This design comes from an exercise in tuning for small area on the open sky130 flow, not from production work.
Function was checked by simulation only, so behaviour that the tests miss may differ from the original.
The flow treats the clock pin as an ideal source, which a real chip does not have.
Power and IR drop assume default switching activity.

09-21:
// block_game_top
module block_game_top (
	input logic clock,
	input logic reset,
	input logic go,
	input logic [1:0] heading,
	output logic plot,
	output logic [17:0] pixel  
);
	localparam logic [2:0] Q0 = 3'b001;
	localparam logic [2:0] Q4 = 3'b100;
	function automatic logic [2:0] q_inc(logic [2:0] q);
		q_inc = {q[1], q[0], ~(q[2] & q[1])};
	endfunction
	function automatic logic [2:0] q_rev(logic [2:0] q);
		q_rev = {q[0], q[1], q[2]};
	endfunction
	function automatic logic [2:0] q_index(logic [2:0] q);
		case (q)
			3'b001: q_index = 3'd0;
			3'b011: q_index = 3'd1;
			3'b111: q_index = 3'd2;
			3'b110: q_index = 3'd3;
			default: q_index = 3'd4;
		endcase
	endfunction
	function automatic logic [2:0] q_code(logic [2:0] i);
		case (i)
			3'd0: q_code = 3'b001;
			3'd1: q_code = 3'b011;
			3'd2: q_code = 3'b111;
			3'd3: q_code = 3'b110;
			default: q_code = 3'b100;
		endcase
	endfunction
	function automatic logic [2:0] mod5(logic [3:0] v);
		mod5 = 3'(v % 4'd5);
	endfunction
	function automatic logic [2:0] q_dec(logic [2:0] q);
		q_dec = {~(q[1] & q[0]), q[2], q[1]};
	endfunction
	function automatic logic [2:0] block_lane(logic first, logic [2:0] w, logic [2:0] t);
		if (first)
		begin
			if (t == 3'b110 || t == 3'b100)
				block_lane = q_inc(w);
			else if (t == 3'b011 && w == Q4)
				block_lane = Q4;
			else
				block_lane = q_dec(w);
		end
		else
			block_lane = (w == 3'b011) ? Q0 : w;
	endfunction
	function automatic logic [7:0] lane_x(logic [2:0] q);
		case (q)
			3'b001: lane_x = 8'd27;
			3'b011: lane_x = 8'd48;
			3'b111: lane_x = 8'd69;
			3'b110: lane_x = 8'd90;
			default: lane_x = 8'd111;
		endcase
	endfunction
	function automatic logic [6:0] lane_y(logic [2:0] q);
		case (q)
			3'b001: lane_y = 7'd7;
			3'b011: lane_y = 7'd28;
			3'b111: lane_y = 7'd49;
			3'b110: lane_y = 7'd70;
			default: lane_y = 7'd91;
		endcase
	endfunction
	logic busy;  
	logic ph;  
	logic [4:0] col;
	logic [4:0] row;  
	logic sh;
	logic [2:0] sl;  
  ...
Size in the first run: ~280 cells after synthesis, roughly 2000 um^2 of cells after synthesis.
==> module block_game_top, before the edit <==
module block_game_top (
	input logic clock,
	input logic reset,
	input logic go,
	input logic [1:0] heading,
	output logic plot,
	output logic [17:0] pixel  
);
	localparam logic [2:0] Q0 = 3'b001;
	localparam logic [2:0] Q4 = 3'b100;
	function automatic logic [2:0] q_inc(logic [2:0] q);
		q_inc = {q[1], q[0], ~(q[2] & q[1])};
	endfunction
	function automatic logic [2:0] q_rev(logic [2:0] q);
		q_rev = {q[0], q[1], q[2]};
	endfunction
	function automatic logic [2:0] q_index(logic [2:0] q);
		case (q)
			3'b001: q_index = 3'd0;
			3'b011: q_index = 3'd1;
			3'b111: q_index = 3'd2;
			3'b110: q_index = 3'd3;
			default: q_index = 3'd4;
		endcase
	endfunction
	function automatic logic [2:0] q_code(logic [2:0] i);
		case (i)
			3'd0: q_code = 3'b001;
			3'd1: q_code = 3'b011;
			3'd2: q_code = 3'b111;
			3'd3: q_code = 3'b110;
			default: q_code = 3'b100;
		endcase
	endfunction
	function automatic logic [2:0] mod5(logic [3:0] v);
		mod5 = 3'(v % 4'd5);
	endfunction
	function automatic logic [2:0] q_dec(logic [2:0] q);
		q_dec = {~(q[1] & q[0]), q[2], q[1]};
	endfunction
	function automatic logic [2:0] block_lane(logic first, logic [2:0] w, logic [2:0] t);
		if (first)
		begin
			if (t == 3'b110 || t == 3'b100)
				block_lane = q_inc(w);
			else if (t == 3'b011 && w == Q4)
				block_lane = Q4;
			else
				block_lane = q_dec(w);
		end
		else
			block_lane = (w == 3'b011) ? Q0 : w;
	endfunction
	function automatic logic [7:0] lane_x(logic [2:0] q);
		case (q)
			3'b001: lane_x = 8'd27;
			3'b011: lane_x = 8'd48;
			3'b111: lane_x = 8'd69;
			3'b110: lane_x = 8'd90;
			default: lane_x = 8'd111;
		endcase
	endfunction
	function automatic logic [6:0] lane_y(logic [2:0] q);
		case (q)
			3'b001: lane_y = 7'd7;
			3'b011: lane_y = 7'd28;
			3'b111: lane_y = 7'd49;
			3'b110: lane_y = 7'd70;
			default: lane_y = 7'd91;
		endcase
	endfunction
	logic busy;  
	logic ph;  
	logic [4:0] col;
	logic [4:0] row;  
	logic sh;
	logic [2:0] sl;  
	logic nh;
	logic [2:0] nl;  
	logic sat;  
	logic steady;  
	logic [4:0][1:0] headings;  
	logic [2:0] count;  
	logic pre;
	logic [2:0] si;
	logic [2:0] ni;
	logic gt;
	logic live;
	logic [2:0] p;
	logic [1:0] e;
	logic [2:0] lane;
	logic [2:0] mv;
	logic [2:0] xl;
	logic [2:0] yl;
	assign pre = nh && nl == Q4 && !sat;
	assign si = q_index(sl);
	assign ni = q_index(nl);
	assign gt = si > ni;
	assign live = sat ? !(nh ^ sh ^ gt) : (!sh && !gt);
	assign p = q_code(mod5({1'b0, ni} + 4'd5 - {1'b0, si}));  
	assign e = headings[q_index(p)];
	assign lane = block_lane(!steady && !sh, count, sl);
	assign mv = e[0] ? q_rev(p) : p;
	assign xl = e[1] ? mv : lane;
	assign yl = e[1] ? lane : mv;
	logic row_end;
	logic slot_done;
	logic gap_end;
	logic capture;
	assign row_end = col[4] && col[1] && col[0];
	assign slot_done = !live || (row_end && row[4] && row[1] && row[0]);
	assign gap_end = ph ? col[2] : (row[1] && row[0] && col[2] && col[0]);
	assign capture = !busy && ph && col[1] && !col[0];
	always_ff @(posedge clock)
	begin
		if (!reset)
			busy <= 1'b0;
		else if (busy ? (slot_done && sh && sl == Q4) : gap_end)
			busy <= !busy;
	end
	always_ff @(posedge clock)
	begin
		if (!reset)
			ph <= 1'b0;
		else if (pre && !ph)
			ph <= go;
		else if (!busy && gap_end)
			ph <= !ph;
	end
	always_ff @(posedge clock)
	begin
		if (!reset || (pre && (!ph || (go && !col[1]))))
		begin
			col <= 5'd1;
			row <= 5'd0;
		end
		else if (busy ? slot_done : gap_end)
		begin
			col <= '0;
			row <= '0;
			sh <= busy && (sh || sl == Q4);
			sl <= busy ? q_inc(sl) : Q0;
		end
		else if (row_end)
		begin
			col <= '0;
			row <= row + 1'b1;
		end
		else
			col <= col + 1'b1;
	end
	always_ff @(posedge clock)
	begin
		if (!reset)
		begin
			count <= Q0;
			nh <= 1'b1;
			nl <= Q4;
			sat <= 1'b0;
			steady <= 1'b0;
		end
		else
		begin
			if (pre)
				count <= q_inc(count);
			else if (busy && slot_done)
				count <= (!steady && !sh) ? q_dec(q_dec(count)) : q_inc(count);
			if (capture)
			begin
				nh <= nh ^ (nl == Q4);
				nl <= q_inc(nl);
				if (!nh && nl == 3'b110)
					sat <= 1'b1;
				if (sat && nh && nl == Q4)
					steady <= 1'b1;
			end
		end
	end
	always_ff @(posedge clock)
	begin
		if (capture)
			headings <= {headings[3:0], heading[0], heading[0] ^ heading[1]};
	end
	assign plot = busy && live;
	assign pixel[17:10] = lane_x(xl) + {3'd0, col};
	assign pixel[9:3] = lane_y(yl) + {2'd0, row};
	assign pixel[2:0] = ph ? 3'd0 : 3'd4;
endmodule
clock: 10.0 ns
lec_check: 0
abc_area: 1
cap_margin: 20
core_area: 2 2 58 58
die_area: 0 0 60 60
slew_margin: 20
standard.sh (not shown) runs the stock make flow with config.mk's settings and CLKGATE_MAP_FILE= SYNTH_SCRIPT=/design/flow/synth_recipe.tcl, a recipe that flattens the netlist after the stock synthesis.
==> flow/flow/run.sh <==
#!/bin/bash
# Layout flow: the standard flow (standard.sh) with these changes:
#  - synthesis is the standard flow's script with ORFS's synth.tcl changed in one place: combinational logic
#    is mapped with the area-oriented ABC script flow/area.abc (30 s of deepsyn, then area
#    mapping), and ORFS's full/half-adder
#    extraction is skipped (ADDER_MAP_FILE empty), so ABC sees all of the logic. Registers are
#    mapped before ABC exactly as in the standard synthesis.
#  - ports are buffered with buf_1.
#  - the clock tree is built by flow/clock_tree.tcl, run as ORFS's PRE_CTS_TCL hook: the clock
#    port drives one clkbuf_1, which drives four clkbuf_4, each driving a quarter of the
#    registers. TritonCTS is then given only the clock port's net (-clk_nets clock), which now
#    has a single sink, so it adds nothing; the rest of ORFS's CTS step (legalisation, timing
#    repair) runs as usual.
# Each tool's output is in the ORFS logs under orfs/logs; make's own output is in flow.log.
set -euo pipefail
W=$(pwd)
export CLOCK_ROOT_BUF=sky130_fd_sc_hd__clkbuf_1 CLOCK_BUF=sky130_fd_sc_hd__clkbuf_4 CLOCK_GROUPS=4
sed -e "s#^source \$::env(SCRIPTS_DIR)/synth.tcl#source $W/area_synth.tcl#" synth_recipe.tcl > area_synth_recipe.tcl
grep -q "area_synth.tcl" area_synth_recipe.tcl
sed -e "s#^source \$::env(SCRIPTS_DIR)/synth_preamble.tcl#&\nset abc_args [list -script $W/flow/area.abc {*}\$lib_args {*}\$lib_dont_use_args]#" "$FLOW_HOME/scripts/synth.tcl" > area_synth.tcl
grep -q "area.abc" area_synth.tcl
bash standard.sh SYNTH_SCRIPT=$W/area_synth_recipe.tcl ADDER_MAP_FILE= "BUFFER_PORTS_ARGS=-buffer_cell sky130_fd_sc_hd__buf_1" \
  PRE_CTS_TCL=$W/flow/clock_tree.tcl "CTS_ARGS=-clk_nets clock" finish > flow.log 2>&1
Other scripts of this flow, unchanged in this note and not shown: flow/flow/area.abc, flow/flow/clock_tree.tcl
Changes in 08-28 relative to 09-21:
--- a/flow/design.v
+++ b/flow/design.v
@@ -70,23 +70,19 @@
 	endfunction
 	function automatic logic [2:0] mod5(logic [3:0] v);
 		mod5 = 3'(v % 4'd5);
 	endfunction
-	function automatic logic [2:0] q_dec(logic [2:0] q);
-		q_dec = {~(q[1] & q[0]), q[2], q[1]};
-	endfunction
 	function automatic logic [2:0] block_lane(logic first, logic [2:0] w, logic [2:0] t);
 		if (first)
-		begin
-			if (t == 3'b110 || t == 3'b100)
-				block_lane = q_inc(w);
-			else if (t == 3'b011 && w == Q4)
-				block_lane = Q4;
-			else
-				block_lane = q_dec(w);
-		end
+			case (t)
+				3'd0: block_lane = mod5({1'b0, w} + 4'd4);
+				3'd1: block_lane = (w == 3'd2) ? 3'd4 : mod5({1'b0, w} + 4'd1);
+				3'd2: block_lane = mod5({1'b0, w} + 4'd3);
+				3'd3: block_lane = mod5({1'b0, w} + 4'd2);
+				default: block_lane = mod5({1'b0, w} + 4'd4);
+			endcase
 		else
-			block_lane = (w == 3'b011) ? Q0 : w;
+			block_lane = (w == 3'd1) ? 3'd0 : w;
 	endfunction
 	function automatic logic [7:0] lane_x(logic [2:0] q);
 		case (q)
 			3'b001: lane_x = 8'd27;
@@ -134,9 +130,9 @@
 	assign gt = si > ni;
 	assign live = sat ? !(nh ^ sh ^ gt) : (!sh && !gt);
 	assign p = q_code(mod5({1'b0, ni} + 4'd5 - {1'b0, si}));  
 	assign e = headings[q_index(p)];
-	assign lane = block_lane(!steady && !sh, count, sl);
+	assign lane = q_code(block_lane(!steady && !sh, q_index(count), si));
 	assign mv = e[0] ? q_rev(p) : p;
 	assign xl = e[1] ? mv : lane;
 	assign yl = e[1] ? lane : mv;
 	logic row_end;
@@ -196,12 +192,10 @@
 			steady <= 1'b0;
 		end
 		else
 		begin
-			if (pre)
+			if (pre || (busy && slot_done))
 				count <= q_inc(count);
-			else if (busy && slot_done)
-				count <= (!steady && !sh) ? q_dec(q_dec(count)) : q_inc(count);
 			if (capture)
 			begin
 				nh <= nh ^ (nl == Q4);
 				nl <= q_inc(nl);
==> comparison <==
08-28 improves on 09-21 in clock network power.
In the reports for 09-21 and 08-28, the larger power belongs to 08-28.
On area of all placed cells without fillers, 09-21 beats 08-28.
Min routed wire length across 09-21 and 08-28: 09-21
The met2 layer wire length in the routed design in 08-28 was higher than what 09-21 gave.
Compound-cell area share of the yosys netlist down 0.61 points in 08-28 wrt 09-21

========
## P
The RTL this note starts from:
==> flow/design.v <==
package screen_pkg;
	typedef logic [8-1:0] coord_x_t;
	typedef logic [7-1:0] coord_y_t;
	typedef logic [3-1:0] colour_t;
	typedef struct packed {
		coord_x_t x;
		coord_y_t y;
		colour_t colour;
	} pixel_t;
endpackage
package game_pkg;
	typedef logic [$clog2(5)-1:0] lane_t;
	typedef logic [$clog2(10)-1:0] slot_index_t;
	typedef enum logic [1:0] {
		heading_down,
		heading_left,
		heading_up,
		heading_right
	} heading_t;
	typedef struct packed {
		logic occupied;
		heading_t heading;
		logic [8-1:0] x;
		logic [7-1:0] y;
	} block_t;
	typedef enum logic [2:0] {
		state_idle,  
		state_armed,  
		state_capture,
		state_load,
		state_draw,
		state_hold,
		state_erase,
		state_step
	} game_state_t;
endpackage
module block_game_top (
	input logic clock,
	input logic reset,
	input logic go,
	input logic [1:0] heading,
	output logic plot,
	output logic [17:0] pixel  
);
	localparam logic [2:0] Q0 = 3'b001;
	localparam logic [2:0] Q1 = 3'b011;
	localparam logic [2:0] Q3 = 3'b110;
	localparam logic [2:0] Q4 = 3'b100;
	localparam logic [2:0] QIDLE = 3'b000;  
	function automatic logic [2:0] q_inc(logic [2:0] q);
		q_inc = {q[1], q[0], ~(q[2] & q[1])};
	endfunction
	function automatic logic [2:0] q_rev(logic [2:0] q);
		q_rev = {q[0], q[1], q[2]};
	endfunction
	function automatic logic [2:0] q_index(logic [2:0] q);
		case (q)
			3'b001: q_index = 3'd0;
			3'b011: q_index = 3'd1;
			3'b111: q_index = 3'd2;
			3'b110: q_index = 3'd3;
			default: q_index = 3'd4;
		endcase
	endfunction
	function automatic logic [2:0] q_code(logic [2:0] i);
		case (i)
			3'd0: q_code = 3'b001;
			3'd1: q_code = 3'b011;
			3'd2: q_code = 3'b111;
			3'd3: q_code = 3'b110;
			default: q_code = 3'b100;
		endcase
	endfunction
	function automatic logic [2:0] mod5(logic [3:0] v);
		mod5 = 3'(v % 4'd5);
	endfunction
	function automatic logic [2:0] q_dec(logic [2:0] q);
		q_dec = {~(q[1] & q[0]), q[2], q[1]};
	endfunction
	function automatic logic [2:0] block_lane(logic first, logic [2:0] w, logic [2:0] t);
		if (first)
		begin
			if (t == Q3 || t == Q4)
				block_lane = q_inc(w);
			else if (t == Q1 && w == Q4)
				block_lane = Q4;
			else
				block_lane = q_dec(w);
		end
		else
			block_lane = (w == Q1) ? Q0 : w;
	endfunction
	function automatic logic [7:0] lane_x(logic [2:0] q);
		case (q)
			3'b001: lane_x = 8'd27;
			3'b011: lane_x = 8'd48;
			3'b111: lane_x = 8'd69;
			3'b110: lane_x = 8'd90;
			default: lane_x = 8'd111;
		endcase
	endfunction
	function automatic logic [6:0] lane_y(logic [2:0] q);
		case (q)
			3'b001: lane_y = 7'd7;
			3'b011: lane_y = 7'd28;
			3'b111: lane_y = 7'd49;
			3'b110: lane_y = 7'd70;
			default: lane_y = 7'd91;
		endcase
	endfunction
	logic ph;  
	logic [4:0] col;
	logic [4:0] row;  
	logic sh;
	logic [2:0] sl;  
	logic busy;  
	logic nh;
	logic [2:0] nl;  
	logic sat;  
	logic steady;  
	logic [4:0][1:0] headings;  
	logic [2:0] count;  
	logic pre;
	logic [2:0] si;
	logic [2:0] ni;
	logic gt;
	logic live;
	logic [2:0] p;
	logic [1:0] e;
	logic [2:0] lane;
	logic [2:0] mv;
	logic [2:0] xl;
	logic [2:0] yl;
	assign pre = nh && nl == Q4 && !sat;
	assign si = q_index(sl);
	assign ni = q_index(nl);
	assign gt = si > ni;
	assign live = sat ? !(nh ^ sh ^ gt) : (!sh && !gt);
	assign p = q_code(mod5({1'b0, ni} + 4'd5 - {1'b0, si}));  
	assign e = headings[q_index(p)];
	assign lane = block_lane(!steady && !sh, count, sl);
	assign mv = e[0] ? q_rev(p) : p;
	assign xl = e[1] ? mv : lane;
	assign yl = e[1] ? lane : mv;
	logic row_end;
	logic slot_done;
	logic gap_end;
	logic capture;
	assign row_end = col[4] && col[1] && col[0];
	assign slot_done = !live || (row_end && row[4] && row[1] && row[0]);
	assign gap_end = ph ? col[2] : (row[1] && row[0] && col[2] && col[0]);
	assign capture = !busy && ph && col[1] && !col[0];
	assign busy = (sl != QIDLE);
	always_ff @(posedge clock)
	begin
		if (!reset)
			ph <= 1'b0;
		else if (pre && !ph)
			ph <= go;
		else if (!busy && gap_end)
			ph <= !ph;
	end
	always_ff @(posedge clock)
	begin
		if (!reset || (pre && (!ph || (go && !col[1]))))
		begin
			col <= 5'd1;
			row <= 5'd0;
			sl <= QIDLE;
		end
		else if (busy ? slot_done : gap_end)
		begin
			col <= '0;
			row <= '0;
			if (!busy)
			begin
				sh <= 1'b0;
				sl <= Q0;
			end
			else if (sl == Q4)
			begin
				sh <= 1'b1;
				sl <= sh ? QIDLE : Q0;
			end
			else
				sl <= q_inc(sl);
		end
		else if (row_end)
		begin
			col <= '0;
			row <= row + 1'b1;
		end
		else
			col <= col + 1'b1;
	end
	always_ff @(posedge clock)
	begin
		if (!reset)
		begin
			count <= Q0;
			nh <= 1'b1;
			nl <= Q4;
			sat <= 1'b0;
			steady <= 1'b0;
		end
		else
		begin
			if (pre)
				count <= q_inc(count);
			else if (busy && slot_done)
				count <= (!steady && !sh) ? q_dec(q_dec(count)) : q_inc(count);
			if (capture)
			begin
				nh <= nh ^ (nl == Q4);
				nl <= q_inc(nl);
				if (!nh && nl == Q3)
					sat <= 1'b1;
				if (sat && nh && nl == Q4)
					steady <= 1'b1;
			end
		end
	end
	always_ff @(posedge clock)
	begin
		if (capture)
			headings <= {headings[3:0], heading[0], heading[0] ^ heading[1]};
	end
	assign plot = busy && live;
	assign pixel[17:10] = lane_x(xl) + {3'd0, col};
	assign pixel[9:3] = lane_y(yl) + {2'd0, row};
	assign pixel[2:0] = ph ? 3'd0 : 3'd4;
endmodule
==> flow/config.mk <==
export PLATFORM = sky130hd
export DESIGN_NAME = block_game_top
export DESIGN_NICKNAME = block_game_top
export VERILOG_FILES = /design/flow/design.v
export SDC_FILE = /design/flow/constraint.sdc
export NUM_CORES = 4
export LEC_CHECK = 0
export ABC_AREA = 1
export CAP_MARGIN = 20
export CORE_AREA = 2 2 58 58
export DIE_AREA = 0 0 60 60
export SLEW_MARGIN = 20
==> flow/constraint.sdc <==
create_clock -name core_clock -period 10.0 [get_ports {clock}]
set_input_delay 2.0000 -clock core_clock [delete_from_list [all_inputs] [get_ports {clock}]]
set_output_delay 2.0000 -clock core_clock [all_outputs]
set_load 0.01 [all_outputs]
==> flow/flow/area.abc <==
strash; &get -n; &deepsyn -T 30; &put; dch -f; amap; topo
==> flow/flow/clock_tree.tcl <==
# Clock tree, built before ORFS's CTS step runs (PRE_CTS_TCL) instead of by TritonCTS: the clock port drives one root buffer
# (CLOCK_ROOT_BUF), which drives CLOCK_GROUPS leaf buffers (CLOCK_BUF); each leaf drives the
# register clock pins of one group. The registers are split into groups of equal size by
# position (sorted by x, or by y when the registers spread more in y), and each leaf sits at
# its group's centroid; detailed placement legalises the new buffers afterwards.
set block [ord::get_db_block]
set db [ord::get_db]
set leaf_master [$db findMaster $::env(CLOCK_BUF)]
set root_master [$db findMaster $::env(CLOCK_ROOT_BUF)]
set k $::env(CLOCK_GROUPS)
set clknet [$block findNet clock]
set sinks {}
set xs {}; set ys {}
foreach it [$clknet getITerms] {
  set loc [[$it getInst] getLocation]
  lappend sinks [list [lindex $loc 0] [lindex $loc 1] $it]
  lappend xs [lindex $loc 0]; lappend ys [lindex $loc 1]
}
set xs [lsort -integer $xs]; set ys [lsort -integer $ys]
set axis 0
if {[lindex $ys end] - [lindex $ys 0] > [lindex $xs end] - [lindex $xs 0]} { set axis 1 }
set sinks [lsort -integer -index $axis $sinks]
set n [llength $sinks]
set rootnet [odb::dbNet_create $block clock_root]
$rootnet setSigType CLOCK
set rx 0; set ry 0
for {set g 0} {$g < $k} {incr g} {
  set lo [expr {($g * $n) / $k}]
  set hi [expr {(($g + 1) * $n) / $k - 1}]
  set net [odb::dbNet_create $block clock_leaf_$g]
  $net setSigType CLOCK
  set sx 0; set sy 0; set m 0
  foreach s [lrange $sinks $lo $hi] {
    set it [lindex $s 2]
    $it disconnect
    $it connect $net
    set sx [expr {$sx + [lindex $s 0]}]; set sy [expr {$sy + [lindex $s 1]}]; incr m
  }
  set inst [odb::dbInst_create $block $leaf_master clkbuf_leaf_$g]
  [$inst findITerm A] connect $rootnet
  [$inst findITerm X] connect $net
  $inst setLocation [expr {$sx / $m}] [expr {$sy / $m}]
  $inst setPlacementStatus PLACED
  set rx [expr {$rx + $sx / $m}]; set ry [expr {$ry + $sy / $m}]
  puts "clock leaf buffer clkbuf_leaf_$g drives $m register clock pins"
}
set root [odb::dbInst_create $block $root_master clkbuf_root]
[$root findITerm A] connect $clknet
[$root findITerm X] connect $rootnet
$root setLocation [expr {$rx / $k}] [expr {$ry / $k}]
$root setPlacementStatus PLACED
set_propagated_clock [all_clocks]
Scripts as last shown in full above: flow/flow/run.sh
The inputs of Q differ from those of P as listed below.
diff --git a/flow/design.v b/flow/design.v
--- a/flow/design.v
+++ b/flow/design.v
@@ -43,21 +43,21 @@
 	output logic [17:0] pixel  
 );
-	localparam logic [2:0] Q0 = 3'b001;
-	localparam logic [2:0] Q1 = 3'b011;
-	localparam logic [2:0] Q3 = 3'b110;
-	localparam logic [2:0] Q4 = 3'b100;
-	localparam logic [2:0] QIDLE = 3'b000;  
+	localparam logic [2:0] Q0 = 3'b000;
+	localparam logic [2:0] Q1 = 3'b001;
+	localparam logic [2:0] Q3 = 3'b011;
+	localparam logic [2:0] Q4 = 3'b110;
+	localparam logic [2:0] QIDLE = 3'b111;  
 	function automatic logic [2:0] q_inc(logic [2:0] q);
-		q_inc = {q[1], q[0], ~(q[2] & q[1])};
+		q_inc = q_code(mod5({1'b0, q_index(q)} + 4'd1));
 	endfunction
 	function automatic logic [2:0] q_rev(logic [2:0] q);
-		q_rev = {q[0], q[1], q[2]};
+		q_rev = q_code(3'd4 - q_index(q));
 	endfunction
 	function automatic logic [2:0] q_index(logic [2:0] q);
 		case (q)
-			3'b001: q_index = 3'd0;
-			3'b011: q_index = 3'd1;
-			3'b111: q_index = 3'd2;
-			3'b110: q_index = 3'd3;
+			3'b000: q_index = 3'd0;
+			3'b001: q_index = 3'd1;
+			3'b010: q_index = 3'd2;
+			3'b011: q_index = 3'd3;
 			default: q_index = 3'd4;
 		endcase
@@ -65,9 +65,9 @@
 	function automatic logic [2:0] q_code(logic [2:0] i);
 		case (i)
-			3'd0: q_code = 3'b001;
-			3'd1: q_code = 3'b011;
-			3'd2: q_code = 3'b111;
-			3'd3: q_code = 3'b110;
-			default: q_code = 3'b100;
+			3'd0: q_code = 3'b000;
+			3'd1: q_code = 3'b001;
+			3'd2: q_code = 3'b010;
+			3'd3: q_code = 3'b011;
+			default: q_code = 3'b110;
 		endcase
 	endfunction
@@ -76,5 +76,5 @@
 	endfunction
 	function automatic logic [2:0] q_dec(logic [2:0] q);
-		q_dec = {~(q[1] & q[0]), q[2], q[1]};
+		q_dec = q_code(mod5({1'b0, q_index(q)} + 4'd4));
 	endfunction
 	function automatic logic [2:0] block_lane(logic first, logic [2:0] w, logic [2:0] t);
@@ -93,8 +93,8 @@
 	function automatic logic [7:0] lane_x(logic [2:0] q);
 		case (q)
-			3'b001: lane_x = 8'd27;
-			3'b011: lane_x = 8'd48;
-			3'b111: lane_x = 8'd69;
-			3'b110: lane_x = 8'd90;
+			3'b000: lane_x = 8'd27;
+			3'b001: lane_x = 8'd48;
+			3'b010: lane_x = 8'd69;
+			3'b011: lane_x = 8'd90;
 			default: lane_x = 8'd111;
 		endcase
@@ -102,8 +102,8 @@
 	function automatic logic [6:0] lane_y(logic [2:0] q);
 		case (q)
-			3'b001: lane_y = 7'd7;
-			3'b011: lane_y = 7'd28;
-			3'b111: lane_y = 7'd49;
-			3'b110: lane_y = 7'd70;
+			3'b000: lane_y = 7'd7;
+			3'b001: lane_y = 7'd28;
+			3'b010: lane_y = 7'd49;
+			3'b011: lane_y = 7'd70;
 			default: lane_y = 7'd91;
 		endcase
--- outcome ---
Q vs P: final cell area excluding filler cells down slightly
Q and P ended up with roughly the same number of post-CTS setup repair buffers.
When the final numbers for Q and P were put side by side, the post-synthesis average cell area turned out to be greater in P.
P has lower fraction of met1 tracks used by global routing than Q.
Summary — clock network power share, Q relative to P: lower, by 0.7 points.
Q against P: post-synthesis compound-gate area fraction down 2.9 points, effective utilization at floorplan moved down.
Q against P: total length of routed wires held steady; fraction of the yosys area taken by sequential cells climbed 0.26 points.

-- static timing again, ports no longer ideal --
In the flow no input, the clock included, has a driving cell. The finished layouts below were timed again as built, in two steps. Step 1: set_driving_cell puts a clkbuf_16 on clock and a buf_2 on each other input, an assumption about the parent block. Step 2 also shifts input and output timing later by t, the mid clock arrival at the registers, as if the neighbouring blocks saw the same clock. Three values: ideal, step 1, step 2; two values: the first two.
run | shift t [ns] | slack for setup (ns) | worst hold slack (ns) | worst setup path at the end | worst slew at a driven data input, ns
09-21 | 0.457 | 1.129 / 1.104 / 1.561 | 0.440 / 0.440 / 0.440 | register to output | 0.03
08-28 | 0.444 | 2.057 / 2.034 / 2.477 | 0.422 / 0.422 / 0.422 | register to output | 0.03
P | 0.451 | 1.436 / 1.412 / 1.863 | 0.440 / 0.440 / 0.440 | register to output | 0.03
Q | 0.453 | 2.016 / 1.991 / 2.444 | 0.433 / 0.433 / 0.433 | register to output | 0.03
After both steps setup and hold are still met in every run listed.
